Context: an optimization exercise on an open-source flow, tuned for small area, a short achievable clock period and few clock cycles per item. The choices shown serve that exercise and are no tape-out recipe. RTL that was checked went through simulation tests only; none was proved equivalent to the original. For runs 2 to 4, only the layout was checked, not whether the RTL still works. No activity file was given, so power comes from the tool's default toggle rates.

[flow/design.v]
`timescale 1ns / 1ps
package zmrp_pkg;
  localparam int KEY_BITS = 64;
  localparam int KEY_W    = 64;
  localparam int PAGE_W   = 32;
  localparam int RCNT_W   = 32;
  localparam int PSUM_W   = 48;
  localparam int REASON_W = 3;
  localparam int DATA_W    = 64;
  localparam int ADDR_W    = 6;
  localparam int REG_IDX_W = 3;
  localparam int QUEUE_DEPTH = 2;
  localparam int QPTR_W      = $clog2(QUEUE_DEPTH);
  localparam int QCNT_W      = $clog2(QUEUE_DEPTH + 1);
  localparam logic [REASON_W-1:0] REASON_PRUNED       = 3'd0;
  localparam logic [REASON_W-1:0] REASON_NO_VERSION   = 3'd1;
  localparam logic [REASON_W-1:0] REASON_NO_SECURITY  = 3'd2;
  localparam logic [REASON_W-1:0] REASON_META_MISSING = 3'd3;
  localparam logic [REASON_W-1:0] REASON_STALE        = 3'd4;
  localparam logic [REASON_W-1:0] REASON_INCOMPATIBLE = 3'd5;
  localparam logic [REASON_W-1:0] REASON_NO_BOUNDS    = 3'd6;
  localparam logic [REASON_W-1:0] REASON_NO_PROOF     = 3'd7;
  localparam logic [REG_IDX_W-1:0] REG_LOWER_KEY    = 3'd0;
  localparam logic [REG_IDX_W-1:0] REG_UPPER_KEY    = 3'd1;
  localparam logic [REG_IDX_W-1:0] REG_LOWER_EN     = 3'd2;
  localparam logic [REG_IDX_W-1:0] REG_UPPER_EN     = 3'd3;
  localparam logic [REG_IDX_W-1:0] REG_LOWER_INCL   = 3'd4;
  localparam logic [REG_IDX_W-1:0] REG_UPPER_INCL   = 3'd5;
  localparam logic [REG_IDX_W-1:0] REG_VERSION_PLAN = 3'd6;
  localparam logic [REG_IDX_W-1:0] REG_SECURE_PLAN  = 3'd7;
  typedef struct packed {
    logic [KEY_W-1:0] lower_bound_key;
    logic [KEY_W-1:0] upper_bound_key;
    logic             lower_enable;
    logic             upper_enable;
    logic             lower_incl;
    logic             upper_incl;
    logic             version_recheck_planned;
    logic             security_recheck_planned;
  } cfg_t;
  typedef struct packed {
    logic                pruned;
    logic [REASON_W-1:0] reason_code;
    logic [PAGE_W-1:0]   page_span;
  } cls_t;
endpackage
`timescale 1ns / 1ps
import zmrp_pkg::*;
module zmrp_front (
  input  logic                        ranges_valid,
  output logic                        ranges_ready,
  input  logic [zmrp_pkg::KEY_W-1:0]  ranges_range_min_key,
  input  logic [zmrp_pkg::KEY_W-1:0]  ranges_range_max_key,
  input  logic                        ranges_min_known,
  input  logic                        ranges_max_known,
  input  logic                        ranges_min_incl,
  input  logic                        ranges_max_incl,
  input  logic                        ranges_type_conflict,
  input  logic                        ranges_meta_present,
  input  logic                        ranges_meta_current,
  input  logic                        ranges_pred_compatible,
  input  logic [zmrp_pkg::PAGE_W-1:0] ranges_page_span,
  input  zmrp_pkg::cfg_t              cfg,
  input  logic                        full,
  output logic                        push,
  output zmrp_pkg::cls_t              cls
);
  logic [KEY_BITS-1:0] kmin;
  logic [KEY_BITS-1:0] kmax;
  logic [KEY_BITS-1:0] lo;
  logic [KEY_BITS-1:0] hi;
  logic                below_lower;
  logic                above_upper;
  logic                excluded;
  assign kmin = ranges_range_min_key[KEY_BITS-1:0];
  assign kmax = ranges_range_max_key[KEY_BITS-1:0];
  assign lo   = cfg.lower_bound_key[KEY_BITS-1:0];
  assign hi   = cfg.upper_bound_key[KEY_BITS-1:0];
  assign below_lower = (kmax < lo) ||
                       ((kmax == lo) && (!ranges_max_incl || !cfg.lower_incl));
  assign above_upper = (kmin > hi) ||
                       ((kmin == hi) && (!ranges_min_incl || !cfg.upper_incl));
  assign excluded    = (cfg.lower_enable && below_lower) ||
                       (cfg.upper_enable && above_upper);
  always_comb begin
    cls.pruned    = 1'b0;
    cls.page_span = ranges_page_span;
    if (!cfg.version_recheck_planned) begin
      cls.reason_code = REASON_NO_VERSION;
    end else if (!cfg.security_recheck_planned) begin
      cls.reason_code = REASON_NO_SECURITY;
    end else if (!ranges_meta_present) begin
      cls.reason_code = REASON_META_MISSING;
    end else if (!ranges_meta_current) begin
      cls.reason_code = REASON_STALE;
    end else if (!ranges_pred_compatible) begin
      cls.reason_code = REASON_INCOMPATIBLE;
    end else if (!ranges_min_known || !ranges_max_known) begin
      cls.reason_code = REASON_NO_BOUNDS;
    end else if (!ranges_type_conflict && excluded) begin
      cls.pruned      = 1'b1;
      cls.reason_code = REASON_PRUNED;
    end else begin
      cls.reason_code = REASON_NO_PROOF;
    end
  end
  assign ranges_ready = !full;
  assign push         = ranges_valid && !full;
endmodule
`timescale 1ns / 1ps
import zmrp_pkg::*;
module zmrp_queue (
  input  logic            clk,
  input  logic            rst,
  input  logic            push,
  input  zmrp_pkg::cls_t  din,
  input  logic            pop,
  output zmrp_pkg::cls_t  dout,
  output logic            full,
  output logic            empty
);
  logic [REASON_W+PAGE_W:0] entries [0:QUEUE_DEPTH-1];
  logic [QPTR_W-1:0] wr_ptr;
  logic [QPTR_W-1:0] rd_ptr;
  logic [QCNT_W-1:0] count;
  assign full  = (count == QCNT_W'(QUEUE_DEPTH));
  assign empty = (count == '0);
  assign dout  = entries[rd_ptr];
  always_ff @(posedge clk) begin
    if (push) begin
      entries[wr_ptr] <= din;
    end
  end
  always_ff @(posedge clk) begin
    if (rst) begin
      wr_ptr <= '0;
      rd_ptr <= '0;
      count  <= '0;
    end else begin
      if (push) begin
        wr_ptr <= wr_ptr + 1'b1;
      end
      if (pop) begin
        rd_ptr <= rd_ptr + 1'b1;
      end
      unique case ({push, pop})
        2'b10:   count <= count + 1'b1;
        2'b01:   count <= count - 1'b1;
        default: count <= count;
      endcase
    end
  end
endmodule
`timescale 1ns / 1ps
import zmrp_pkg::*;
module zmrp_back (
  input  logic                          clk,
  input  logic                          rst,
  input  logic                          empty,
  input  zmrp_pkg::cls_t                head,
  output logic                          pop,
  output logic                          results_valid,
  input  logic                          results_ready,
  output logic                          results_pruned,
  output logic [zmrp_pkg::REASON_W-1:0] results_reason_code,
  output logic [zmrp_pkg::RCNT_W-1:0]   results_ranges_pruned_total,
  output logic [zmrp_pkg::RCNT_W-1:0]   results_ranges_scanned_total,
  output logic [zmrp_pkg::PSUM_W-1:0]   results_pages_pruned_total,
  output logic [zmrp_pkg::PSUM_W-1:0]   results_pages_scanned_total,
  output logic                          results_any_pruned_flag
);
  logic                out_valid;
  logic                pruned;
  logic [REASON_W-1:0] reason_code;
  logic [RCNT_W-1:0]   pruned_range_count;
  logic [RCNT_W-1:0]   scanned_range_count;
  logic [PSUM_W-1:0]   pruned_page_sum;
  logic [PSUM_W-1:0]   scanned_page_sum;
  logic                seen_prune;
  logic [RCNT_W-1:0]   rcnt;
  logic [PSUM_W-1:0]   psum;
  logic [RCNT_W-1:0]   range_count_next;
  logic [PSUM_W:0]     page_sum_wide;
  logic [PSUM_W-1:0]   page_sum_next;
  assign pop = !empty && (!out_valid || results_ready);
  always_comb begin
    rcnt = head.pruned ? pruned_range_count : scanned_range_count;
    psum = head.pruned ? pruned_page_sum : scanned_page_sum;
    range_count_next = (rcnt == '1) ? rcnt : rcnt + 1'b1;
    page_sum_wide    = {1'b0, psum} + {{(PSUM_W + 1 - PAGE_W){1'b0}}, head.page_span};
    page_sum_next    = page_sum_wide[PSUM_W] ? '1 : page_sum_wide[PSUM_W-1:0];
  end
  always_ff @(posedge clk) begin
    if (rst) begin
      out_valid           <= 1'b0;
      pruned_range_count  <= '0;
      scanned_range_count <= '0;
      pruned_page_sum     <= '0;
      scanned_page_sum    <= '0;
      seen_prune          <= 1'b0;
    end else begin
      if (pop) begin
        out_valid <= 1'b1;
        if (head.pruned) begin
          pruned_range_count <= range_count_next;
          pruned_page_sum    <= page_sum_next;
          seen_prune         <= 1'b1;
        end else begin
          scanned_range_count <= range_count_next;
          scanned_page_sum    <= page_sum_next;
        end
      end else if (results_ready) begin
        out_valid <= 1'b0;
      end
    end
  end
  always_ff @(posedge clk) begin
    if (pop) begin
      pruned      <= head.pruned;
      reason_code <= head.reason_code;
    end
  end
  assign results_valid                = out_valid;
  assign results_pruned               = pruned;
  assign results_reason_code          = reason_code;
  assign results_ranges_pruned_total  = pruned_range_count;
  assign results_ranges_scanned_total = scanned_range_count;
  assign results_pages_pruned_total   = pruned_page_sum;
  assign results_pages_scanned_total  = scanned_page_sum;
  assign results_any_pruned_flag      = seen_prune;
endmodule
`timescale 1ns / 1ps
import zmrp_pkg::*;
module zone_map_range_pruner (
  input  logic                          clk,
  input  logic                          rst,
  input  logic                          psel,
  input  logic                          penable,
  input  logic                          pwrite,
  input  logic [zmrp_pkg::ADDR_W-1:0]   paddr,
  input  logic [zmrp_pkg::DATA_W-1:0]   pwdata,
  output logic [zmrp_pkg::DATA_W-1:0]   prdata,
  output logic                          pready,
  input  logic                          ranges_valid,
  output logic                          ranges_ready,
  input  logic [zmrp_pkg::KEY_W-1:0]    ranges_range_min_key,
  input  logic [zmrp_pkg::KEY_W-1:0]    ranges_range_max_key,
  input  logic                          ranges_min_known,
  input  logic                          ranges_max_known,
  input  logic                          ranges_min_incl,
  input  logic                          ranges_max_incl,
  input  logic                          ranges_type_conflict,
  input  logic                          ranges_meta_present,
  input  logic                          ranges_meta_current,
  input  logic                          ranges_pred_compatible,
  input  logic [zmrp_pkg::PAGE_W-1:0]   ranges_page_span,
  output logic                          results_valid,
  input  logic                          results_ready,
  output logic                          results_pruned,
  output logic [zmrp_pkg::REASON_W-1:0] results_reason_code,
  output logic [zmrp_pkg::RCNT_W-1:0]   results_ranges_pruned_total,
  output logic [zmrp_pkg::RCNT_W-1:0]   results_ranges_scanned_total,
  output logic [zmrp_pkg::PSUM_W-1:0]   results_pages_pruned_total,
  output logic [zmrp_pkg::PSUM_W-1:0]   results_pages_scanned_total,
  output logic                          results_any_pruned_flag
);
  zmrp_pkg::cfg_t       cfg;
  logic                 cfg_wr;
  logic [REG_IDX_W-1:0] reg_idx;
  logic push;
  logic pop;
  logic full;
  logic empty;
  zmrp_pkg::cls_t cls;
  zmrp_pkg::cls_t head;
  assign pready  = 1'b1;
  assign cfg_wr  = psel && penable && pwrite;
  assign reg_idx = paddr[ADDR_W-1:3];
  always_ff @(posedge clk) begin
    if (rst) begin
      cfg <= '0;
    end else if (cfg_wr) begin
      case (reg_idx)
        REG_LOWER_KEY:    cfg.lower_bound_key          <= pwdata[KEY_W-1:0];
        REG_UPPER_KEY:    cfg.upper_bound_key          <= pwdata[KEY_W-1:0];
        REG_LOWER_EN:     cfg.lower_enable             <= pwdata[0];
        REG_UPPER_EN:     cfg.upper_enable             <= pwdata[0];
        REG_LOWER_INCL:   cfg.lower_incl               <= pwdata[0];
        REG_UPPER_INCL:   cfg.upper_incl               <= pwdata[0];
        REG_VERSION_PLAN: cfg.version_recheck_planned  <= pwdata[0];
        REG_SECURE_PLAN:  cfg.security_recheck_planned <= pwdata[0];
        default:          cfg                          <= cfg;
      endcase
    end
  end
  always_comb begin
    case (reg_idx)
      REG_LOWER_KEY:    prdata = DATA_W'(cfg.lower_bound_key);
      REG_UPPER_KEY:    prdata = DATA_W'(cfg.upper_bound_key);
      REG_LOWER_EN:     prdata = {{(DATA_W-1){1'b0}}, cfg.lower_enable};
      REG_UPPER_EN:     prdata = {{(DATA_W-1){1'b0}}, cfg.upper_enable};
      REG_LOWER_INCL:   prdata = {{(DATA_W-1){1'b0}}, cfg.lower_incl};
      REG_UPPER_INCL:   prdata = {{(DATA_W-1){1'b0}}, cfg.upper_incl};
      REG_VERSION_PLAN: prdata = {{(DATA_W-1){1'b0}}, cfg.version_recheck_planned};
      REG_SECURE_PLAN:  prdata = {{(DATA_W-1){1'b0}}, cfg.security_recheck_planned};
      default:          prdata = '0;
    endcase
  end
  zmrp_front u_front (
    .ranges_valid           (ranges_valid),
    .ranges_ready           (ranges_ready),
    .ranges_range_min_key   (ranges_range_min_key),
    .ranges_range_max_key   (ranges_range_max_key),
    .ranges_min_known       (ranges_min_known),
    .ranges_max_known       (ranges_max_known),
    .ranges_min_incl        (ranges_min_incl),
    .ranges_max_incl        (ranges_max_incl),
    .ranges_type_conflict   (ranges_type_conflict),
    .ranges_meta_present    (ranges_meta_present),
    .ranges_meta_current    (ranges_meta_current),
    .ranges_pred_compatible (ranges_pred_compatible),
    .ranges_page_span       (ranges_page_span),
    .cfg                    (cfg),
    .full                   (full),
    .push                   (push),
    .cls                    (cls)
  );
  zmrp_queue u_queue (
    .clk   (clk),
    .rst   (rst),
    .push  (push),
    .din   (cls),
    .pop   (pop),
    .dout  (head),
    .full  (full),
    .empty (empty)
  );
  zmrp_back u_back (
    .clk                          (clk),
    .rst                          (rst),
    .empty                        (empty),
    .head                         (head),
    .pop                          (pop),
    .results_valid                (results_valid),
    .results_ready                (results_ready),
    .results_pruned               (results_pruned),
    .results_reason_code          (results_reason_code),
    .results_ranges_pruned_total  (results_ranges_pruned_total),
    .results_ranges_scanned_total (results_ranges_scanned_total),
    .results_pages_pruned_total   (results_pages_pruned_total),
    .results_pages_scanned_total  (results_pages_scanned_total),
    .results_any_pruned_flag      (results_any_pruned_flag)
  );
endmodule
[flow/run.sh]
#!/bin/bash
# synth_recipe.tcl (not shown) runs the flow's synth.tcl, then flattens the netlist and writes it again
# the make line also repeats each setting of config.mk as NAME=value (left out here)
make -C /OpenROAD-flow-scripts/flow DESIGN_CONFIG=/design/flow/config.mk WORK_HOME=/design/flow/orfs CLKGATE_MAP_FILE= SYNTH_SCRIPT=/design/flow/synth_recipe.tcl finish
[flow/config.mk]
export PLATFORM = sky130hd
export DESIGN_NAME = zone_map_range_pruner
export DESIGN_NICKNAME = zone_map_range_pruner
export VERILOG_FILES = /design/flow/design.v
export SDC_FILE = /design/flow/constraint.sdc
export NUM_CORES = 4
export LEC_CHECK = 0
export CAP_MARGIN = 20
export CORE_MARGIN = 2
export CORE_UTILIZATION = 40
export SLEW_MARGIN = 20
[flow/constraint.sdc]
create_clock -name core_clock -period 5.0 [get_ports {clk}]
set_input_delay 1.0000 -clock core_clock [delete_from_list [all_inputs] [get_ports {clk}]]
set_output_delay 1.0000 -clock core_clock [all_outputs]
set_load 0.01 [all_outputs]
==> impl_metrics.json, run 1 <==
{
  "status": "complete, no violations",
  "dpl_cell_area_mm2": 0.02624,
  "antenna_found_initial": 16,
  "layout-drive-gt1-share_pct": 5.571,
  "grt.overflow.total": 0,
  "wl_met1_um": 29610,
  "viasPerCell": 5.417,
  "areaGrowthSynthToFinish_pct": 32.50,
  "ys_ff_latch": 377,
  "top_layer": "met5",
  "final_nets": 3319,
  "synth_edf_count": 76,
  "clk_path_buf_depth": 3,
  "wl_met3_um": 5655,
  "final_common_cell": "clkdlybuf4s50_1",
  "cts_sinks": 377,
  "register_area_mm2": 0.008309,
  "required_ns": 5.52,
  "routed-via-count": 19660,
  "critPathMostFrequentCell": "nand2_1",
  "whs_ns": 0.4691,
  "ys_seq_area_share_pct": 39.74,
  "maxCapViolCount": 0,
  "multiInputGateArea_mm2": 0.01155,
  "power_mw": 11.35,
  "routabilityCongestion": 0.9106,
  "worstPathCellList": "mux2i_4 > buf_12 > nand2_1 > nand2_1 > ha_1 > fa_1 > nand3_1 > a31oi_1 > o31ai_1 > a21oi_1 > o211ai_1 > buf_4 > a211o_1 > o21ai_0 > o22ai_1 > nor2_1",
  "cp_max_fo": 61,
  "die_w_um": 232.6,
  "slowest_stage": "o21ai_0",
  "grt.total_usage_pct": 25.64,
  "dieArea_mm2": 0.05411,
  "avgSynthCellArea_um2": 8.346,
  "dp_hpwl_um": 52200,
  "maxSlewHeadroom_pct": 32.58,
  "worst_ir_drop_vdd_v": 0.0002588,
  "layout_setup_ws_ns": 0.4564,
  "finalCriticalPeriod_ns": 4.544,
  "hold_buffers": 0,
  "clkLatencyLatePin_ns": 0.58,
  "dr.pass1.iters": 5,
  "final_cell_mix": "clkdlybuf4s50_1, nand2_1, dfxtp_1, a21oi_1, nor2_1",
  "grt_pass1_wl_um": 108800,
  "wl_met2_um": 34110,
  "start_util_pct": 40.59,
  "ys_types": 77,
  "rows": 83,
  "grt_pass1_vias": 19130,
  "cts_setup_buffers": 0,
  "drt_iter0_drc": 1258,
  "clock-root-buffer": "clkbuf_16",
  "synth_top_cell_by_area": "dfxtp_1",
  "synth_area_mm2": 0.02091,
  "grt_setup_unrepaired": "false",
  "setup-violations-final": 0,
  "syn_nets": 2913,
  "hold_viol_final": 0,
  "drcViolationCount": 0,
  "max_freq_mhz": 220.1,
  "drv_slew": 0,
  "dp_slack_ns": 0.5107,
  "period_share_pct": 90.87,
  "fin_cells": 3629,
  "place_inst": 3544,
  "fill_cells": 4856,
  "die_y_um": 232.6,
  "synth_top_area_share_pct": 28.82,
  "grt_max_degree": 143,
  "finalSetupTns_ns": 0,
  "cp_num_buf_inv": 2,
  "yosysWarnings": 4,
  "io_buffer_count": 472,
  "cp_slowest_stage_delay_ns": 0.70,
  "io_pins": 477,
  "cts_tree": "built",
  "max_slew.worst_pin.slew_ns": 1.011,
  "core_area_mm2": 0.05151,
  "fin_area_mm2": 0.02770,
  "cts_buffers": 45,
  "synth_area_leaders": "dfxtp_1, edfxtp_1, ha_1, nand2_1, a21oi_1",
  "critPathKind": "reg -> reg",
  "clk_pin_slew_ns": 0.06,
  "skew_ns": 0.02232,
  "synth_flop_cell": "dfxtp_1",
  "drt_wl_total_um": 71800,
  "power_density_mw_per_mm2": 409.7,
  "hp-class": "reg -> reg",
  "cts.repair.resized": 0,
  "antenna_left": 0,
  "cp_top_family": "compound AO/OA/AOI/OAI gates",
  "end_kind": "register",
  "p_leak_nw": 9.834,
  "critPathLaunchType": "register",
  "async_reset_ff_share_pct": 0,
  "fin_util_pct": 53.78,
  "cp_data_arrival_time_ns": 5.07,
  "htree_levels": 2,
  "syn-instance-count": 2505,
  "wl_per_cell_um": 19.79
}
[synthesized netlist by cell type, types with 39 or more instances]
master,count
nand2_1,451
a22o_1,64
dfxtp_1,301
clkbuf_1,106
nand3_1,58
a211oi_1,64
edfxtp_1,76
nor2_1,228
nand4_1,47
o21ai_0,53
a21o_1,44
a21oi_1,244
inv_1,142
mux2_2,39
xnor2_1,58
ha_1,162
[area by class of cell]
class / count / area share (%)
Multi-Input combinational cell: 1847 / 41.71
Clock buffer: 70 / 4.846
Clock inverter: 10 / 0.3749
Timing Repair Buffer: 497 / 18.02
Sequential cell: 377 / 30.00
Antenna cell: 5 / 0.04517
Tap cell: 680 / 3.071
Inverter: 143 / 1.938
[layer usage]
layer | up-vias | track usage [%]
li1 | 9623 | -
met1 | 9214 | 30.96
met2 | 661 | 43.83
met3 | 138 | 7.010
met4 | 22 | 8.658
met5 | - | 0
[sequential cells by signal (all words and copies together), names as in the netlist, 2 cells and up, named ones only]
| register | flops |
|---|---|
| u_back.scanned_page_sum | 48 |
| u_queue.entries | 72 |
| u_back.pruned_page_sum | 48 |
| u_back.scanned_range_count | 32 |
| u_back.reason_code | 3 |
| u_queue.count | 2 |
| cfg | 134 |
| u_back.pruned_range_count | 32 |
[cells by family (layout without fill, tap and decap cells)]
logic type      Yosys count  count (layout)  synth area share [%]
fa+ha+maj               163             163                 9.791
mux                      58              58                 3.070
other cells               1               6               0.01794
compound gates          614             614                 19.25
simple gates            928             928                 19.40
xor+xnor                 83              83                 3.477
buf+inv                 281             720                 5.261
flops                   377             377                 39.74
[worst min-delay path, delay by kind of cell (launching register included)]
| kind | cells | cell delay (ns) |
|---|---|---|
| DFF | 1 | 0.32 |
| and+or+nand+nor | 1 | 0.05 |
| AOI/OAI and AO/OA | 1 | 0.05 |
[worst paths after layout]
path,from,to,slack [ns],depth (start not counted)
setup reg to reg,register,u_back.scanned_page_sum[23]$_SDFFE_PP0P_,0.46,16
setup / recovery,register,u_back.scanned_page_sum[23]$_SDFFE_PP0P_,0.46,16
hold / removal,cfg[111]$_SDFFE_PP0P_,cfg[111]$_SDFFE_PP0P_,0.47,2
hold reg to reg,cfg[111]$_SDFFE_PP0P_,cfg[111]$_SDFFE_PP0P_,0.47,2
[power by group]
| group | leakage (nW) | internal (mW) | switching [mW] |
|---|---|---|---|
| Combinational | 5.98 | 1.82 | 2.57 |
| Sequential | 3.14 | 3.48 | 0.254 |
| Clock | 0.710 | 1.90 | 1.33 |
| Total | 9.83 | 7.20 | 4.15 |
Testbench counts, summed over its fixed seeds: cycles 16,064, items 16,000.
==> run 2: changes to the inputs <==
--- a/flow/design.v
+++ b/flow/design.v
@@ -49,35 +49,25 @@
 module zmrp_front (
-  input  logic                        ranges_valid,
-  output logic                        ranges_ready,
-  input  logic [zmrp_pkg::KEY_W-1:0]  ranges_range_min_key,
-  input  logic [zmrp_pkg::KEY_W-1:0]  ranges_range_max_key,
-  input  logic                        ranges_min_known,
-  input  logic                        ranges_max_known,
-  input  logic                        ranges_min_incl,
-  input  logic                        ranges_max_incl,
-  input  logic                        ranges_type_conflict,
-  input  logic                        ranges_meta_present,
-  input  logic                        ranges_meta_current,
-  input  logic                        ranges_pred_compatible,
-  input  logic [zmrp_pkg::PAGE_W-1:0] ranges_page_span,
-  input  zmrp_pkg::cfg_t              cfg,
-  input  logic                        full,
-  output logic                        push,
-  output zmrp_pkg::cls_t              cls
+  input  logic [zmrp_pkg::KEY_W-1:0]    ranges_range_min_key,
+  input  logic [zmrp_pkg::KEY_W-1:0]    ranges_range_max_key,
+  input  logic                          ranges_min_known,
+  input  logic                          ranges_max_known,
+  input  logic                          ranges_min_incl,
+  input  logic                          ranges_max_incl,
+  input  logic                          ranges_type_conflict,
+  input  logic                          ranges_meta_present,
+  input  logic                          ranges_meta_current,
+  input  logic                          ranges_pred_compatible,
+  input  zmrp_pkg::cfg_t                cfg,
+  output logic                          pruned,
+  output logic [zmrp_pkg::REASON_W-1:0] reason_code
 );
-  logic [KEY_BITS-1:0] kmin;
-  logic [KEY_BITS-1:0] kmax;
-  logic [KEY_BITS-1:0] lo;
-  logic [KEY_BITS-1:0] hi;
-  logic                below_lower;
-  logic                above_upper;
-  logic                excluded;
-  assign kmin = ranges_range_min_key[KEY_BITS-1:0];
-  assign kmax = ranges_range_max_key[KEY_BITS-1:0];
-  assign lo   = cfg.lower_bound_key[KEY_BITS-1:0];
-  assign hi   = cfg.upper_bound_key[KEY_BITS-1:0];
-  assign below_lower = (kmax < lo) ||
-                       ((kmax == lo) && (!ranges_max_incl || !cfg.lower_incl));
-  assign above_upper = (kmin > hi) ||
-                       ((kmin == hi) && (!ranges_min_incl || !cfg.upper_incl));
+  logic below_lower;
+  logic above_upper;
+  logic excluded;
+  assign below_lower = (ranges_range_max_key < cfg.lower_bound_key) ||
+                       ((ranges_range_max_key == cfg.lower_bound_key) &&
+                        (!ranges_max_incl || !cfg.lower_incl));
+  assign above_upper = (ranges_range_min_key > cfg.upper_bound_key) ||
+                       ((ranges_range_min_key == cfg.upper_bound_key) &&
+                        (!ranges_min_incl || !cfg.upper_incl));
   assign excluded    = (cfg.lower_enable && below_lower) ||
@@ -85,25 +75,22 @@
   always_comb begin
-    cls.pruned    = 1'b0;
-    cls.page_span = ranges_page_span;
+    pruned = 1'b0;
     if (!cfg.version_recheck_planned) begin
-      cls.reason_code = REASON_NO_VERSION;
+      reason_code = REASON_NO_VERSION;
     end else if (!cfg.security_recheck_planned) begin
-      cls.reason_code = REASON_NO_SECURITY;
+      reason_code = REASON_NO_SECURITY;
     end else if (!ranges_meta_present) begin
-      cls.reason_code = REASON_META_MISSING;
+      reason_code = REASON_META_MISSING;
     end else if (!ranges_meta_current) begin
-      cls.reason_code = REASON_STALE;
+      reason_code = REASON_STALE;
     end else if (!ranges_pred_compatible) begin
-      cls.reason_code = REASON_INCOMPATIBLE;
+      reason_code = REASON_INCOMPATIBLE;
     end else if (!ranges_min_known || !ranges_max_known) begin
-      cls.reason_code = REASON_NO_BOUNDS;
+      reason_code = REASON_NO_BOUNDS;
     end else if (!ranges_type_conflict && excluded) begin
-      cls.pruned      = 1'b1;
-      cls.reason_code = REASON_PRUNED;
+      pruned      = 1'b1;
+      reason_code = REASON_PRUNED;
     end else begin
-      cls.reason_code = REASON_NO_PROOF;
+      reason_code = REASON_NO_PROOF;
     end
   end
-  assign ranges_ready = !full;
-  assign push         = ranges_valid && !full;
 endmodule
@@ -114,19 +101,19 @@
   input  logic            rst,
-  input  logic            push,
+  input  logic            in_valid,
+  output logic            in_ready,
   input  zmrp_pkg::cls_t  din,
-  input  logic            pop,
-  output zmrp_pkg::cls_t  dout,
-  output logic            full,
-  output logic            empty
+  output logic            out_valid,
+  input  logic            out_ready,
+  output zmrp_pkg::cls_t  dout
 );
-  logic [REASON_W+PAGE_W:0] entries [0:QUEUE_DEPTH-1];
-  logic [QPTR_W-1:0] wr_ptr;
-  logic [QPTR_W-1:0] rd_ptr;
-  logic [QCNT_W-1:0] count;
-  assign full  = (count == QCNT_W'(QUEUE_DEPTH));
-  assign empty = (count == '0);
-  assign dout  = entries[rd_ptr];
+  logic           valid;
+  zmrp_pkg::cls_t data;
+  assign in_ready  = !valid || out_ready;
+  assign out_valid = valid;
+  assign dout      = data;
   always_ff @(posedge clk) begin
-    if (push) begin
-      entries[wr_ptr] <= din;
+    if (rst) begin
+      valid <= 1'b0;
+    end else if (in_ready) begin
+      valid <= in_valid;
     end
@@ -134,18 +121,4 @@
   always_ff @(posedge clk) begin
-    if (rst) begin
-      wr_ptr <= '0;
-      rd_ptr <= '0;
-      count  <= '0;
-    end else begin
-      if (push) begin
-        wr_ptr <= wr_ptr + 1'b1;
-      end
-      if (pop) begin
-        rd_ptr <= rd_ptr + 1'b1;
-      end
-      unique case ({push, pop})
-        2'b10:   count <= count + 1'b1;
-        2'b01:   count <= count - 1'b1;
-        default: count <= count;
-      endcase
+    if (in_ready) begin
+      data <= din;
     end
@@ -158,5 +131,5 @@
   input  logic                          rst,
-  input  logic                          empty,
+  input  logic                          in_valid,
+  output logic                          in_ready,
   input  zmrp_pkg::cls_t                head,
-  output logic                          pop,
   output logic                          results_valid,
@@ -179,2 +152,3 @@
   logic                seen_prune;
+  logic                pop;
   logic [RCNT_W-1:0]   rcnt;
@@ -184,3 +158,4 @@
   logic [PSUM_W-1:0]   page_sum_next;
-  assign pop = !empty && (!out_valid || results_ready);
+  assign in_ready = !out_valid || results_ready;
+  assign pop      = in_valid && in_ready;
   always_comb begin
@@ -201,4 +176,6 @@
     end else begin
+      if (in_ready) begin
+        out_valid <= in_valid;
+      end
       if (pop) begin
-        out_valid <= 1'b1;
         if (head.pruned) begin
@@ -211,4 +188,2 @@
         end
-      end else if (results_ready) begin
-        out_valid <= 1'b0;
       end
@@ -269,8 +244,9 @@
   logic [REG_IDX_W-1:0] reg_idx;
-  logic push;
-  logic pop;
-  logic full;
-  logic empty;
-  zmrp_pkg::cls_t cls;
-  zmrp_pkg::cls_t head;
+  logic [REG_IDX_W-1:0] rd_idx;
+  logic                 cls_pruned;
+  logic [REASON_W-1:0]  cls_reason;
+  zmrp_pkg::cls_t       cls;
+  zmrp_pkg::cls_t       head;
+  logic                 head_valid;
+  logic                 head_ready;
   assign pready  = 1'b1;
@@ -295,4 +271,7 @@
   end
+  always_ff @(posedge clk) begin
+    rd_idx <= reg_idx;
+  end
   always_comb begin
-    case (reg_idx)
+    case (rd_idx)
       REG_LOWER_KEY:    prdata = DATA_W'(cfg.lower_bound_key);
@@ -309,4 +288,2 @@
   zmrp_front u_front (
-    .ranges_valid           (ranges_valid),
-    .ranges_ready           (ranges_ready),
     .ranges_range_min_key   (ranges_range_min_key),
@@ -321,17 +298,18 @@
     .ranges_pred_compatible (ranges_pred_compatible),
-    .ranges_page_span       (ranges_page_span),
     .cfg                    (cfg),
-    .full                   (full),
-    .push                   (push),
-    .cls                    (cls)
+    .pruned                 (cls_pruned),
+    .reason_code            (cls_reason)
   );
+  assign cls.pruned      = cls_pruned;
+  assign cls.reason_code = cls_reason;
+  assign cls.page_span   = ranges_page_span;
   zmrp_queue u_queue (
-    .clk   (clk),
-    .rst   (rst),
-    .push  (push),
-    .din   (cls),
-    .pop   (pop),
-    .dout  (head),
-    .full  (full),
-    .empty (empty)
+    .clk       (clk),
+    .rst       (rst),
+    .in_valid  (ranges_valid),
+    .in_ready  (ranges_ready),
+    .din       (cls),
+    .out_valid (head_valid),
+    .out_ready (head_ready),
+    .dout      (head)
   );
@@ -340,5 +318,5 @@
     .rst                          (rst),
-    .empty                        (empty),
+    .in_valid                     (head_valid),
+    .in_ready                     (head_ready),
     .head                         (head),
-    .pop                          (pop),
     .results_valid                (results_valid),
==> impl_metrics.json, run 2 <==
{
  "synth_most_common_cell": "nand2_1",
  "max_freq_mhz": 241.9,
  "dp_slack_ns": 0.7453,
  "drcViolationCount": 0,
  "hold_viol_final": 0,
  "pwr-share-clk_pct": 45.0,
  "r2r-start": "u_queue.data[35]$_SDFFCE_PP0P_",
  "die_w_um": 224.1,
  "cp_num_buf_inv": 1,
  "power_density_mw_per_mm2": 266.4,
  "cp_top_family": "compound AO/OA/AOI/OAI gates",
  "drv_slew": 0,
  "routed-via-count": 18870,
  "finalSetupTns_ns": 0,
  "final_cell_mix": "clkdlybuf4s50_1, nand2_1, dfxtp_1, a21oi_1",
  "critPathKind": "reg -> reg",
  "synth_flop_cell": "dfxtp_1",
  "worstPathCellList": "buf_12 > mux2_2 > ha_1 > nand2_1 > o21ai_0 > a211oi_1 > o31ai_1 > o21ai_1 > a211oi_1 > nand2_1 > a32o_1",
  "hp-class": "reg -> reg",
  "ys_ff_latch": 340,
  "seqPwrFrac_pct": 41.3,
  "ff2ff_path_depth": 11,
  "max_slew.worst_pin.slew_ns": 1.073,
  "drt_wl_total_um": 70790,
  "avgSynthCellArea_um2": 8.285,
  "hp-start": "u_queue.data[32]$_SDFFCE_PN1P_",
  "setup-violations-final": 0,
  "final_nets": 3152,
  "dp_hpwl_um": 51910,
  "r2r-end": "u_back.scanned_page_sum[36]$_SDFFE_PP0P_",
  "grt_max_degree": 101,
  "required_ns": 5.45,
  "syn-instance-count": 2338,
  "antenna_left": 0,
  "io_buffer_count": 472,
  "drt_iter0_drc": 1313,
  "clkLatencyLatePin_ns": 0.57,
  "final_common_cell": "clkdlybuf4s50_1",
  "maxCapViolCount": 0,
  "finalCriticalPeriod_ns": 4.134,
  "r2r_slack_ns": 0.87,
  "cp_max_fo": 60,
  "async_reset_ff_share_pct": 0,
  "slowest_stage": "o31ai_1",
  "cts_tree": "built",
  "hold_buffers": 0,
  "antenna_found_initial": 20,
  "die_y_um": 224.1,
  "synth_area_mm2": 0.01937,
  "hold_depth": 0,
  "grt.total_usage_pct": 27.27,
  "cp_slowest_stage_delay_ns": 0.56,
  "areaGrowthSynthToFinish_pct": 33.96,
  "largest_register": "cfg",
  "worst_ir_drop_vdd_v": 0.0002006,
  "largest_reg_flops": 134,
  "swShare_pct": 25.44,
  "reg_top3": "cfg: 134 flops, u_back.pruned_page_sum: 48 flops, u_back.scanned_page_sum: 48 flops",
  "dieArea_mm2": 0.05020,
  "critPathLaunchType": "register",
  "grt_pass1_vias": 18500,
  "rows": 80,
  "ys_seq_area_share_pct": 37.21,
  "cts_setup_buffers": 0,
  "ys_types": 79,
  "start_util_pct": 40.57,
  "clock-root-buffer": "clkbuf_16",
  "synth_top_cell_by_area": "dfxtp_1",
  "skew_ns": 0.02202,
  "clk_path_buf_depth": 3,
  "cts_buffers": 41,
  "grt.overflow.total": 0,
  "viasPerCell": 5.549,
  "htree_levels": 2,
  "clk_pin_slew_ns": 0.06,
  "combPwrFrac_pct": 13.7,
  "io_pins": 477,
  "synth_area_leaders": "dfxtp_1, ha_1, a21oi_1, nand2_1, edfxtp_1",
  "grt_setup_unrepaired": "false",
  "core_area_mm2": 0.04775,
  "cp_data_arrival_time_ns": 4.59,
  "p_leak_nw": 9.160,
  "status": "complete, no violations",
  "yosysWarnings": 4,
  "cts_sinks": 340,
  "wl_per_cell_um": 20.82,
  "synth_edf_count": 40,
  "dr.pass1.iters": 5,
  "syn_nets": 2745,
  "synth_top_area_share_pct": 31.01,
  "hold_end": "u_back.reason_code[0]$_DFFE_PP_",
  "maxSlewHeadroom_pct": 28.46,
  "synth_common_cells": "nand2_1, dfxtp_1, a21oi_1, ha_1, inv_1",
  "layout-drive-gt1-share_pct": 5.367,
  "cellInternalPower_mw": 5.153,
  "layout_setup_ws_ns": 0.8665,
  "cts.repair.resized": 0,
  "routabilityCongestion": 0.9195,
  "end_kind": "register",
  "grt_pass1_wl_um": 107500,
  "period_share_pct": 82.67,
  "power_switching_mw": 1.758
}
==> run 2: stage by stage <==
stage / std cells / hold WS (ns) / total power [mW] / util [%] / area (um2)
2_1_floorplan: 2338 / 0.4003 / 3.418 / - / 19370
3_3_place_gp: 3317 / 0.4375 / 3.832 / 51.36 / 24520
3_5_place_dp: 3317 / 0.4272 / 3.850 / 51.36 / 24520
4_1_cts: 3391 / 0.4539 / 6.971 / 54.30 / 25920
5_1_grt: 3396 / 0.4681 / 7.171 / 54.32 / 25940
6_report: 3400 / 0.4474 / 6.911 / 54.34 / 25950
==> run 2: routing by layer <==
| layer | part of all wire [%] | routed length (um) | GRT usage (%) | vias up |
|---|---|---|---|---|
| met3 | 8.7 | 6153 | 8.316 | 139 |
| li1 | - | - | - | 9128 |
| met2 | 47 | 33370 | 45.80 | 643 |
| met1 | 41 | 28830 | 33.05 | 8934 |
| met4 | 3.2 | 2284 | 9.355 | 24 |
| met5 | 0.21 | 150 | 0 | - |
==> run 2: worst register-to-register path, cell delays in order, from the launching register on <==
cell and delay (ns):
edfxtp_1 0.37, buf_12 0.31, mux2_2 0.40, ha_1 0.44, nand2_1 0.11, o21ai_0 0.34
a211oi_1 0.11, o31ai_1 0.56, o21ai_1 0.42, a211oi_1 0.57, nand2_1 0.10, a32o_1 0.28
==> run 2: cells by family after synthesis <==
group                    synth area share (%)
AND/OR/NAND/NOR                         18.02
AO/OA/AOI/OAI                           21.48
flip-flops                              37.21
buffers and inverters                   5.910
adder cells (fa/ha/maj)                 10.50
XOR/XNOR                                3.075
multiplexers                            3.785
other                                 0.01936
==> run 2: cell type report <==
| class | count | area, um2 |
|---|---|---|
| diodes | 9 | 22.52 |
| clock buffers | 64 | 1297 |
| clock inverters | 10 | 105.1 |
| fillers | 4455 | 21800 |
| inverters | 161 | 604.3 |
| multi-input cells | 1712 | 11060 |
| flip-flops and latches | 340 | 7207 |
| well taps | 615 | 769.5 |
| repair buffers | 489 | 4881 |
==> run 2: how the worst max path moves through the flow <==
stage	startpoint	end	slack, ns	depth (start not counted)
after floorplan	u_queue.data[35]$_SDFFCE_PP0P_	u_back.scanned_page_sum[42]$_SDFFE_PP0P_	0.49	20
after global routing	u_queue.data[35]$_SDFFCE_PP0P_	u_back.scanned_page_sum[36]$_SDFFE_PP0P_	0.60	11
after global placement	ranges_range_max_key[9]	u_queue.data[32]$_SDFFCE_PN1P_	0.82	10
final	u_queue.data[35]$_SDFFCE_PP0P_	u_back.scanned_page_sum[36]$_SDFFE_PP0P_	0.87	11
after detailed placement	ranges_range_max_key[9]	u_queue.data[32]$_SDFFCE_PN1P_	0.75	10
after CTS	u_queue.data[35]$_SDFFCE_PP0P_	u_back.pruned_page_sum[5]$_SDFFE_PP0P_	0.97	11
==> run 2: power groups by stage <==
| stage | registers (mW) | logic, mW | clock network [mW] |
|---|---|---|---|
| final | 2.85 | 0.945 | 3.11 |
| after global routing | 2.86 | 1.04 | 3.28 |
| after CTS | 2.85 | 0.942 | 3.17 |
| after detailed placement | 2.91 | 0.937 | 0 |
| after global placement | 2.91 | 0.920 | 0 |
| after floorplan | 2.91 | 0.508 | 0 |
==> run 3: changes to the inputs <==
--- a/flow/design.v
+++ b/flow/design.v
@@ -63,2 +63,17 @@
 );
+  function automatic logic lt_or_tie(input logic [KEY_W-1:0] a,
+                                     input logic [KEY_W-1:0] b,
+                                     input logic             tie);
+    logic [KEY_W-1:0] g;
+    logic [KEY_W-1:0] p;
+    g = b & ~a;
+    p = b | ~a;
+    for (int s = 1; s < KEY_W; s = s * 2) begin
+      for (int i = 0; i < KEY_W; i = i + 2 * s) begin
+        g[i+2*s-1] = g[i+2*s-1] | (p[i+2*s-1] & g[i+s-1]);
+        p[i+2*s-1] = p[i+2*s-1] & p[i+s-1];
+      end
+    end
+    lt_or_tie = g[KEY_W-1] | (p[KEY_W-1] & tie);
+  endfunction
   logic below_lower;
@@ -66,8 +81,6 @@
   logic excluded;
-  assign below_lower = (ranges_range_max_key < cfg.lower_bound_key) ||
-                       ((ranges_range_max_key == cfg.lower_bound_key) &&
-                        (!ranges_max_incl || !cfg.lower_incl));
-  assign above_upper = (ranges_range_min_key > cfg.upper_bound_key) ||
-                       ((ranges_range_min_key == cfg.upper_bound_key) &&
-                        (!ranges_min_incl || !cfg.upper_incl));
+  assign below_lower = lt_or_tie(ranges_range_max_key, cfg.lower_bound_key,
+                                 !ranges_max_incl || !cfg.lower_incl);
+  assign above_upper = lt_or_tie(cfg.upper_bound_key, ranges_range_min_key,
+                                 !ranges_min_incl || !cfg.upper_incl);
   assign excluded    = (cfg.lower_enable && below_lower) ||
@@ -153,15 +166,29 @@
   logic                pop;
-  logic [RCNT_W-1:0]   rcnt;
-  logic [PSUM_W-1:0]   psum;
-  logic [RCNT_W-1:0]   range_count_next;
-  logic [PSUM_W:0]     page_sum_wide;
-  logic [PSUM_W-1:0]   page_sum_next;
+  logic                to_pruned;
+  logic                to_scanned;
+  logic [PAGE_W-1:0]   pruned_add;
+  logic [PAGE_W-1:0]   scanned_add;
+  logic [RCNT_W-1:0]   pruned_count_next;
+  logic [RCNT_W-1:0]   scanned_count_next;
+  logic [PSUM_W:0]     pruned_sum_wide;
+  logic [PSUM_W:0]     scanned_sum_wide;
+  logic [PSUM_W-1:0]   pruned_sum_next;
+  logic [PSUM_W-1:0]   scanned_sum_next;
   assign in_ready = !out_valid || results_ready;
   assign pop      = in_valid && in_ready;
+  assign to_pruned   = in_valid && head.pruned;
+  assign to_scanned  = in_valid && !head.pruned;
+  assign pruned_add  = to_pruned ? head.page_span : '0;
+  assign scanned_add = to_scanned ? head.page_span : '0;
   always_comb begin
-    rcnt = head.pruned ? pruned_range_count : scanned_range_count;
-    psum = head.pruned ? pruned_page_sum : scanned_page_sum;
-    range_count_next = (rcnt == '1) ? rcnt : rcnt + 1'b1;
-    page_sum_wide    = {1'b0, psum} + {{(PSUM_W + 1 - PAGE_W){1'b0}}, head.page_span};
-    page_sum_next    = page_sum_wide[PSUM_W] ? '1 : page_sum_wide[PSUM_W-1:0];
+    pruned_count_next  = (pruned_range_count == '1) ? pruned_range_count
+                                                    : pruned_range_count + to_pruned;
+    scanned_count_next = (scanned_range_count == '1) ? scanned_range_count
+                                                     : scanned_range_count + to_scanned;
+    pruned_sum_wide    = {1'b0, pruned_page_sum} +
+                         {{(PSUM_W + 1 - PAGE_W){1'b0}}, pruned_add};
+    scanned_sum_wide   = {1'b0, scanned_page_sum} +
+                         {{(PSUM_W + 1 - PAGE_W){1'b0}}, scanned_add};
+    pruned_sum_next    = pruned_sum_wide[PSUM_W] ? '1 : pruned_sum_wide[PSUM_W-1:0];
+    scanned_sum_next   = scanned_sum_wide[PSUM_W] ? '1 : scanned_sum_wide[PSUM_W-1:0];
   end
@@ -175,16 +202,9 @@
       seen_prune          <= 1'b0;
-    end else begin
-      if (in_ready) begin
-        out_valid <= in_valid;
-      end
-      if (pop) begin
-        if (head.pruned) begin
-          pruned_range_count <= range_count_next;
-          pruned_page_sum    <= page_sum_next;
-          seen_prune         <= 1'b1;
-        end else begin
-          scanned_range_count <= range_count_next;
-          scanned_page_sum    <= page_sum_next;
-        end
-      end
+    end else if (in_ready) begin
+      out_valid           <= in_valid;
+      pruned_range_count  <= pruned_count_next;
+      scanned_range_count <= scanned_count_next;
+      pruned_page_sum     <= pruned_sum_next;
+      scanned_page_sum    <= scanned_sum_next;
+      seen_prune          <= seen_prune || to_pruned;
     end
@@ -244,3 +264,3 @@
   logic [REG_IDX_W-1:0] reg_idx;
-  logic [REG_IDX_W-1:0] rd_idx;
+  logic [7:0]           rd_sel;
   logic                 cls_pruned;
@@ -272,16 +292,14 @@
   always_ff @(posedge clk) begin
-    rd_idx <= reg_idx;
+    rd_sel <= 8'b1 << reg_idx;
   end
   always_comb begin
-    case (rd_idx)
-      REG_LOWER_KEY:    prdata = DATA_W'(cfg.lower_bound_key);
-      REG_UPPER_KEY:    prdata = DATA_W'(cfg.upper_bound_key);
-      REG_LOWER_EN:     prdata = {{(DATA_W-1){1'b0}}, cfg.lower_enable};
-      REG_UPPER_EN:     prdata = {{(DATA_W-1){1'b0}}, cfg.upper_enable};
-      REG_LOWER_INCL:   prdata = {{(DATA_W-1){1'b0}}, cfg.lower_incl};
-      REG_UPPER_INCL:   prdata = {{(DATA_W-1){1'b0}}, cfg.upper_incl};
-      REG_VERSION_PLAN: prdata = {{(DATA_W-1){1'b0}}, cfg.version_recheck_planned};
-      REG_SECURE_PLAN:  prdata = {{(DATA_W-1){1'b0}}, cfg.security_recheck_planned};
-      default:          prdata = '0;
-    endcase
+    prdata    = ({DATA_W{rd_sel[REG_LOWER_KEY]}} & DATA_W'(cfg.lower_bound_key)) |
+                ({DATA_W{rd_sel[REG_UPPER_KEY]}} & DATA_W'(cfg.upper_bound_key));
+    prdata[0] = prdata[0] |
+                (rd_sel[REG_LOWER_EN]     && cfg.lower_enable) |
+                (rd_sel[REG_UPPER_EN]     && cfg.upper_enable) |
+                (rd_sel[REG_LOWER_INCL]   && cfg.lower_incl) |
+                (rd_sel[REG_UPPER_INCL]   && cfg.upper_incl) |
+                (rd_sel[REG_VERSION_PLAN] && cfg.version_recheck_planned) |
+                (rd_sel[REG_SECURE_PLAN]  && cfg.security_recheck_planned);
   end
==> flow/flow/run.sh (new file) <==
#!/bin/bash
# Standard ORFS layout, with the port buffers made of the smallest plain
# buffer instead of the delay buffer buffer_ports picks by itself.
set -euo pipefail
bash standard.sh "BUFFER_PORTS_ARGS=-buffer_cell sky130_fd_sc_hd__buf_1" finish > standard_flow.log 2>&1
==> flow/standard.sh (new file) <==
#!/bin/bash
# synth_recipe.tcl (not shown) runs the flow's synth.tcl, then flattens the netlist and writes it again
# the make line also repeats each setting of config.mk as NAME=value (left out here)
make -C /OpenROAD-flow-scripts/flow DESIGN_CONFIG=/design/flow/config.mk WORK_HOME=/design/flow/orfs CLKGATE_MAP_FILE= SYNTH_SCRIPT=/design/flow/synth_recipe.tcl "${@:-finish}"
removed: flow/run.sh
==> impl_metrics.json, run 3 <==
{
  "critPathLaunchType": "register",
  "power_density_mw_per_mm2": 302.2,
  "cp_data_arrival_time_ns": 4.87,
  "ys_ff_latch": 345,
  "ys_seq_area_share_pct": 38.10,
  "power_mw": 6.962,
  "hp-start": "u_queue.data[33]$_SDFFCE_PN0P_",
  "routed-via-count": 19410,
  "ys_types": 88,
  "finalSetupTns_ns": 0,
  "drt_wl_total_um": 65990,
  "maxCapViolCount": 0,
  "dieArea_mm2": 0.04972,
  "largest_register": "cfg",
  "place_inst": 3381,
  "cts_setup_buffers": 0,
  "die_y_um": 223.0,
  "synth_most_common_cell": "nand2_1",
  "cts_buffers": 44,
  "status": "complete, no violations",
  "clock-root-buffer": "clkbuf_16",
  "final_cell_mix": "buf_1, nand2_1, dfxtp_1, a21oi_1, inv_1",
  "r2r-start": "u_queue.data[35]$_SDFFCE_PP0P_",
  "rows": 80,
  "antenna_left": 0,
  "hold_buffers": 0,
  "synth_edf_count": 40,
  "drt_iter0_drc": 1396,
  "die_w_um": 223.0,
  "largest_reg_flops": 134,
  "skew_ns": 0.01435,
  "whs_ns": 0.4175,
  "reg_top3": "cfg: 134 flops, u_back.pruned_page_sum: 48 flops, u_back.scanned_page_sum: 48 flops",
  "dr.pass1.iters": 5,
  "wl_per_cell_um": 19.03,
  "required_ns": 5.47,
  "drcViolationCount": 0,
  "routabilityCongestion": 0.9418,
  "fin_cells": 3467,
  "p_leak_nw": 8.456,
  "cp_max_fo": 20,
  "antenna_found_initial": 3,
  "cts_tree": "built",
  "clk_pin_slew_ns": 0.06,
  "max_slew.worst_pin.slew_ns": 1.068,
  "finalCriticalPeriod_ns": 4.396,
  "grt_max_degree": 141,
  "grt_setup_unrepaired": "false",
  "setup-violations-final": 0,
  "io_pins": 477,
  "r2r_slack_ns": 0.60,
  "cts.repair.resized": 0,
  "layout-drive-gt1-share_pct": 4.389,
  "ff2ff_path_depth": 13,
  "grt_pass1_vias": 18710,
  "synth_top_cell_by_area": "dfxtp_1",
  "cts_sinks": 345,
  "hp-class": "reg -> reg",
  "async_reset_ff_share_pct": 0,
  "critPathKind": "reg -> reg",
  "yosysWarnings": 4,
  "final_nets": 3127,
  "maxSlewHeadroom_pct": 28.80,
  "clkLatencyLatePin_ns": 0.56,
  "syn_nets": 2708,
  "core_area_mm2": 0.04755,
  "avgSynthCellArea_um2": 8.015,
  "synth_area_leaders": "dfxtp_1, a21oi_1, nand2_1, edfxtp_1, ha_1",
  "hold_viol_final": 0,
  "synth_area_mm2": 0.01918,
  "hold_depth": 0,
  "clk_path_buf_depth": 3,
  "grt.overflow.total": 0,
  "htree_levels": 2,
  "viasPerCell": 5.599,
  "worst_ir_drop_vdd_v": 0.0002409,
  "max_freq_mhz": 227.5,
  "hold_end": "u_back.reason_code[1]$_DFFE_PP_",
  "syn-instance-count": 2393,
  "synth_common_cells": "nand2_1, dfxtp_1, a21oi_1, inv_1, nor2_1",
  "grt.total_usage_pct": 25.52,
  "end_kind": "register",
  "io_buffer_count": 472,
  "drv_slew": 0,
  "grt_pass1_wl_um": 101700,
  "areaGrowthSynthToFinish_pct": 20.10,
  "synth_flop_cell": "dfxtp_1",
  "dp_hpwl_um": 48050,
  "synth_top_area_share_pct": 31.83,
  "period_share_pct": 87.92,
  "r2r-end": "u_back.scanned_page_sum[45]$_SDFFE_PP0N_",
  "start_util_pct": 40.34,
  "final_common_cell": "buf_1"
}
run 3: cell types whose count changed in the layout (fill, tap and decap cells not counted), moves of 35 or more:
cell | before | now
a211oi_1 | 45 | 10
clkdlybuf4s50_1 | 471 | 0
ha_1 | 161 | 68
xor2_1 | 23 | 59
and3_1 | 12 | 58
mux2_2 | 38 | 0
and2_1 | 5 | 45
buf_1 | 0 | 471
run 3: how the worst max path moves through the flow:
stage | from | to | slack, ns | cells after the start
finish | u_queue.data[35]$_SDFFCE_PP0P_ | u_back.scanned_page_sum[45]$_SDFFE_PP0N_ | 0.60 | 13
floorplan | u_queue.data[35]$_SDFFCE_PP0P_ | u_back.scanned_page_sum[45]$_SDFFE_PP0N_ | 1.58 | 15
detailed placement | u_queue.data[35]$_SDFFCE_PP0P_ | u_back.scanned_page_sum[45]$_SDFFE_PP0N_ | 0.64 | 13
global placement | u_queue.data[35]$_SDFFCE_PP0P_ | u_back.scanned_page_sum[45]$_SDFFE_PP0N_ | 0.76 | 13
global route | u_queue.data[35]$_SDFFCE_PP0P_ | u_back.scanned_page_sum[45]$_SDFFE_PP0N_ | 0.19 | 13
CTS | u_queue.data[35]$_SDFFCE_PP0P_ | u_back.scanned_page_sum[45]$_SDFFE_PP0N_ | 0.61 | 13
run 3: layout make-up:
| class | count | area, um2 |
|---|---|---|
| Sequential cell | 345 | 7315 |
| Tap cell | 615 | 769.5 |
| Timing Repair Buffer | 489 | 1928 |
| Clock buffer | 62 | 1271 |
| Multi-Input combinational cell | 1789 | 10920 |
| Clock inverter | 20 | 285.3 |
| Antenna cell | 4 | 10.01 |
| Fill cell | 4770 | 24510 |
| Inverter | 143 | 536.8 |
run 3: worst max-delay path, cell delays in order, from the launching register on:
cell      delay, ns
edfxtp_1       0.56
nor2b_2        0.59
buf_4          0.32
and2_1         0.15
ha_1           0.18
a211oi_1       0.09
o31ai_1        0.49
a21oi_1        0.24
a211oi_2       0.36
a21oi_1        0.24
o21ai_2        0.34
a31o_2         0.33
a41oi_1        0.14
a311oi_1       0.26
run 3: metal layers:
metal  GRT usage, %  vias to the layer above  wire (um)
li1               -                     9400          -
met1          33.86                     9192      28850
met2          40.87                      681      30060
met3          4.939                      136       4672
met4          10.22                        4       2384
met5              0                        -         25
run 3: report_power, final:
group | leakage, nW | internal [mW] | switching, mW
Clock | 0.764 | 2.13 | 1.28
Sequential | 2.89 | 2.87 | 0.0770
Combinational | 4.81 | 0.222 | 0.376
run 3: kinds of logic (layout without fill, tap and decap cells):
group | after synthesis | count (layout) | share of synthesized area, %
AO/OA/AOI/OAI | 746 | 746 | 25.02
flip-flops | 345 | 345 | 38.10
adder cells (fa/ha/maj) | 77 | 77 | 5.010
buffers and inverters | 259 | 714 | 5.173
XOR/XNOR | 116 | 116 | 5.297
other | 1 | 5 | 0.01955
AND/OR/NAND/NOR | 844 | 844 | 21.13
multiplexers | 5 | 5 | 0.2609
run 3: through the flow:
step,util (%),worst slack (ns),area (um2)
after detailed placement,45.16,0.6394,21470
after floorplan,-,1.576,19180
after global routing,48.43,0.1942,23030
after CTS,48.43,0.6113,23030
after global placement,45.16,0.7625,21470
final,48.45,0.6042,23040
==> run 4: changes to the inputs <==
==> flow/flow/run.sh (replaced) <==
#!/bin/bash
# Layout flow: the standard synthesis, then the combinational logic is
# mapped again by ABC for delay (the registers stay as the standard synthesis
# made them, with the same names and cells), then the standard ORFS layout
# with the port buffers made of plain buf_1 cells.
set -euo pipefail
WORK=$(pwd)
R=$WORK/orfs/results/sky130hd/zone_map_range_pruner/base
PORTBUF="BUFFER_PORTS_ARGS=-buffer_cell sky130_fd_sc_hd__buf_1"
DELAY_PS=$(cat flow/abc_delay_ps)

# 1. standard synthesis, up to the Yosys netlist
bash standard.sh "$PORTBUF" "$R/1_2_yosys.v" > standard_synth.log 2>&1
cp "$R/1_2_yosys.v" "$R/1_2_yosys_standard.v"

# 2. map the combinational logic again, registers kept as they are
LIB=$FLOW_HOME/platforms/sky130hd/lib/sky130_fd_sc_hd__tt_025C_1v80.lib
SEQ=$(grep -oE 'cell \("?sky130_fd_sc_hd__(df|edf|sdf|dl|sdl|ebuf|einv|lpflow|conb)[a-z0-9_]*' "$LIB" \
      | sed 's/cell ("\{0,1\}//' | sort -u | tr '\n' ' ')
DONT=$(grep -oE 'sky130_fd_sc_hd__[a-z0-9_]+' "$FLOW_HOME/platforms/sky130hd/config.mk" \
       | sort -u | sed 's/^/-dont_use /' | tr '\n' ' ')
cat > resynth.ys <<EOS
read_liberty -ignore_miss_func $LIB
blackbox $SEQ
read_verilog $R/1_2_yosys_standard.v
hierarchy -top $FLOW_TOP
flatten
opt_clean
abc -liberty $LIB $DONT -script +strash;dch,-f;map,-D,$DELAY_PS;topo;buffer,-p;upsize,-D,$DELAY_PS;dnsize,-D,$DELAY_PS
opt_clean -purge
hilomap -singleton -hicell sky130_fd_sc_hd__conb_1 HI -locell sky130_fd_sc_hd__conb_1 LO
splitnets
opt_clean -purge
insbuf -buf sky130_fd_sc_hd__buf_4 A X
select $FLOW_TOP
write_verilog -noattr -noexpr -nohex -nodec -selected $R/1_2_yosys.v
select -clear
stat -liberty $LIB
EOS
yosys -s resynth.ys > resynth.log 2>&1
touch "$R/1_2_yosys.v"

# 3. the standard layout from the new netlist
bash standard.sh "$PORTBUF" finish > standard_layout.log 2>&1
==> flow/flow/abc_delay_ps (new file) <==
2000
==> impl_metrics.json, run 4 <==
{
  "yosysWarnings": 4,
  "fin_cells": 3724,
  "largest_register": "cfg",
  "pwr-share-clk_pct": 47.2,
  "syn_nets": 3015,
  "period_share_pct": 77.60,
  "end_kind": "register",
  "swShare_pct": 25.79,
  "routabilityCongestion": 0.9379,
  "io_pins": 477,
  "critPathKind": "reg -> reg",
  "finalCriticalPeriod_ns": 3.880,
  "cts_setup_buffers": 0,
  "areaGrowthSynthToFinish_pct": 13.14,
  "skew_ns": 0.01776,
  "avgSynthCellArea_um2": 7.074,
  "worst_ir_drop_vdd_v": 0.0002507,
  "cts_sinks": 345,
  "cp_num_buf_inv": 1,
  "hp-class": "reg -> reg",
  "die_y_um": 225.3,
  "dp_slack_ns": 1.144,
  "required_ns": 5.40,
  "routed-via-count": 19920,
  "final_nets": 3306,
  "cts.repair.resized": 0,
  "die_w_um": 225.3,
  "drt_wl_total_um": 66130,
  "drv_slew": 0,
  "reg_top3": "cfg: 134 flops, u_back.pruned_page_sum: 48 flops, u_back.scanned_page_sum: 48 flops",
  "dp_hpwl_um": 49630,
  "largest_reg_flops": 134,
  "status": "complete, no violations",
  "max_freq_mhz": 257.7,
  "cp_slowest_stage_delay_ns": 0.56,
  "combPwrFrac_pct": 9.5,
  "slowest_stage": "edfxtp_1",
  "grt_max_degree": 82,
  "worstPathCellList": "nand2_8 > clkinv_2 > nand2_1 > nor2_1 > nand2_1 > nand2_1 > nand3_1 > nand2_1 > nand2_1 > nand2_2 > nand3_1 > nand2_1 > nand4_1 > nand3_2 > nor2_1 > nand2_1 > nand3_1 > o21ai_2 > o21a_4 > nand2_1 > o21ai_0 > a21oi_1 > nor2_1",
  "grt.overflow.total": 0,
  "drt_iter0_drc": 1278,
  "rows": 81,
  "cp_max_fo": 35,
  "critPathLaunchType": "register",
  "layout_setup_ws_ns": 1.120,
  "cellInternalPower_mw": 5.028,
  "hold_viol_final": 0,
  "grt.total_usage_pct": 25.16,
  "cts_buffers": 43,
  "fin_util_pct": 45.57,
  "hold_buffers": 0,
  "p_leak_nw": 8.164,
  "cp_top_family": "simple AND/OR/NAND/NOR gates",
  "clock-root-buffer": "clkbuf_16",
  "antenna_left": 0,
  "maxSlewHeadroom_pct": 27.94,
  "core_area_mm2": 0.04865,
  "clk_path_buf_depth": 3,
  "synth_area_mm2": 0.01960,
  "setup-violations-final": 0,
  "cts_tree": "built",
  "drcViolationCount": 0,
  "dr.pass1.iters": 5,
  "start_util_pct": 40.28,
  "seqPwrFrac_pct": 43.3,
  "grt_pass1_vias": 18780,
  "syn-instance-count": 2770,
  "cp_data_arrival_time_ns": 4.28,
  "dieArea_mm2": 0.05077,
  "max_slew.worst_pin.slew_ns": 1.081,
  "antenna_found_initial": 16,
  "wl_per_cell_um": 17.76,
  "clk_pin_slew_ns": 0.05,
  "power_switching_mw": 1.748,
  "final_common_cell": "buf_1",
  "power_density_mw_per_mm2": 305.6,
  "layout-drive-gt1-share_pct": 4.557,
  "grt_setup_unrepaired": "false",
  "place_inst": 3638,
  "htree_levels": 2,
  "maxCapViolCount": 0,
  "viasPerCell": 5.349,
  "critPathMostFrequentCell": "nand2_1",
  "io_buffer_count": 472,
  "final_cell_mix": "buf_1, inv_1, nor2_1, dfxtp_1, o21ai_0",
  "clkLatencyLatePin_ns": 0.57,
  "grt_pass1_wl_um": 100900,
  "finalSetupTns_ns": 0
}
-- run 4: metrics by stage --
step	hold slack, ns	area, um2	power [mW]
3_5_place_dp	0.4052	20710	3.626
4_1_cts	0.4185	22150	6.851
3_3_place_gp	0.4015	20710	3.613
6_report	0.4167	22170	6.776
5_1_grt	0.4260	22170	7.040
2_1_floorplan	0.4003	19600	3.409
-- run 4: power groups by stage --
stage / Combinational (mW) / Clock (mW) / Sequential (mW)
final: 0.644 / 3.20 / 2.93
after global placement: 0.624 / 0 / 2.99
after detailed placement: 0.636 / 0 / 2.99
after global routing: 0.719 / 3.38 / 2.94
after CTS: 0.639 / 3.28 / 2.93
after floorplan: 0.438 / 0 / 2.97
-- run 4: area by class of cell --
cell class                      count  area [um2]
Fill cell                        5008       26480
Multi-Input combinational cell   1739        9044
Sequential cell                   345        7307
Timing Repair Buffer              488        1896
Inverter                          444        1683
Clock buffer                       58        1246
Tap cell                          622       778.2
Clock inverter                     20       196.4
Antenna cell                        8       20.02
-- run 4: final timing paths --
kind                            slack (ns)                            from                                 endpoint  cells after the start
worst max-delay path                  1.12  u_queue.data[35]$_SDFFCE_PP0P_  u_back.pruned_page_sum[36]$_SDFFE_PP0N_                     23
worst min-delay path                  0.42  u_queue.data[33]$_SDFFCE_PN0P_          u_back.reason_code[1]$_DFFE_PP_                      0
worst max register to register        1.12  u_queue.data[35]$_SDFFCE_PP0P_  u_back.pruned_page_sum[36]$_SDFFE_PP0N_                     23
worst min register to register        0.42  u_queue.data[33]$_SDFFCE_PN0P_          u_back.reason_code[1]$_DFFE_PP_                      0
-- run 4: per-layer routing --
metal | track usage [%] | up-vias | share of wire (%)
li1 | - | 9828 | -
met1 | 30.02 | 9196 | 40
met2 | 42.12 | 720 | 47
met3 | 7.080 | 159 | 9.0
met4 | 11.13 | 16 | 4.0
met5 | 0 | - | 0.17

separate check: timing with driven ports:
No port has a modelled driver above. Below, the same layouts with a new extraction and two added sets of constraints.
Step 1 (the two cells are an assumption about what drives the block):
set clk [get_ports {clk}]
set_driving_cell -lib_cell sky130_fd_sc_hd__clkbuf_16 $clk
set_driving_cell -lib_cell sky130_fd_sc_hd__buf_2 [delete_from_list [all_inputs] $clk]
Step 2 also shifts input and output timing later by t, the mid clock arrival at the registers, as if the neighbouring blocks saw the same clock.
a / b / c = ideal ports / drivers / drivers and shift; a / b = the first two.
run | t, ns | slack for setup (ns) | worst hold slack (ns) | worst register clock-pin slew, ns | worst data-port slew with drivers (ns)
run 1 | 0.632 | 0.456 / 0.456 / 0.456 | 0.469 / 0.469 / 0.469 | 0.06 / 0.06 | 0.11
run 2 | 0.619 | 0.866 / 0.866 / 0.732 | 0.447 / 0.447 / 0.447 | 0.06 / 0.06 | 0.16
run 3 | 0.621 | 0.604 / 0.604 / 0.604 | 0.418 / 0.418 / 0.418 | 0.06 / 0.06 | 0.09
run 4 | 0.616 | 1.120 / 1.120 / 1.096 | 0.417 / 0.417 / 0.417 | 0.06 / 0.06 | 0.14
After both steps setup and hold are still met in every run listed. The setup slack of run 2, which loses most, moves by 0.000 ns with the drivers and by -0.134 ns with both steps.
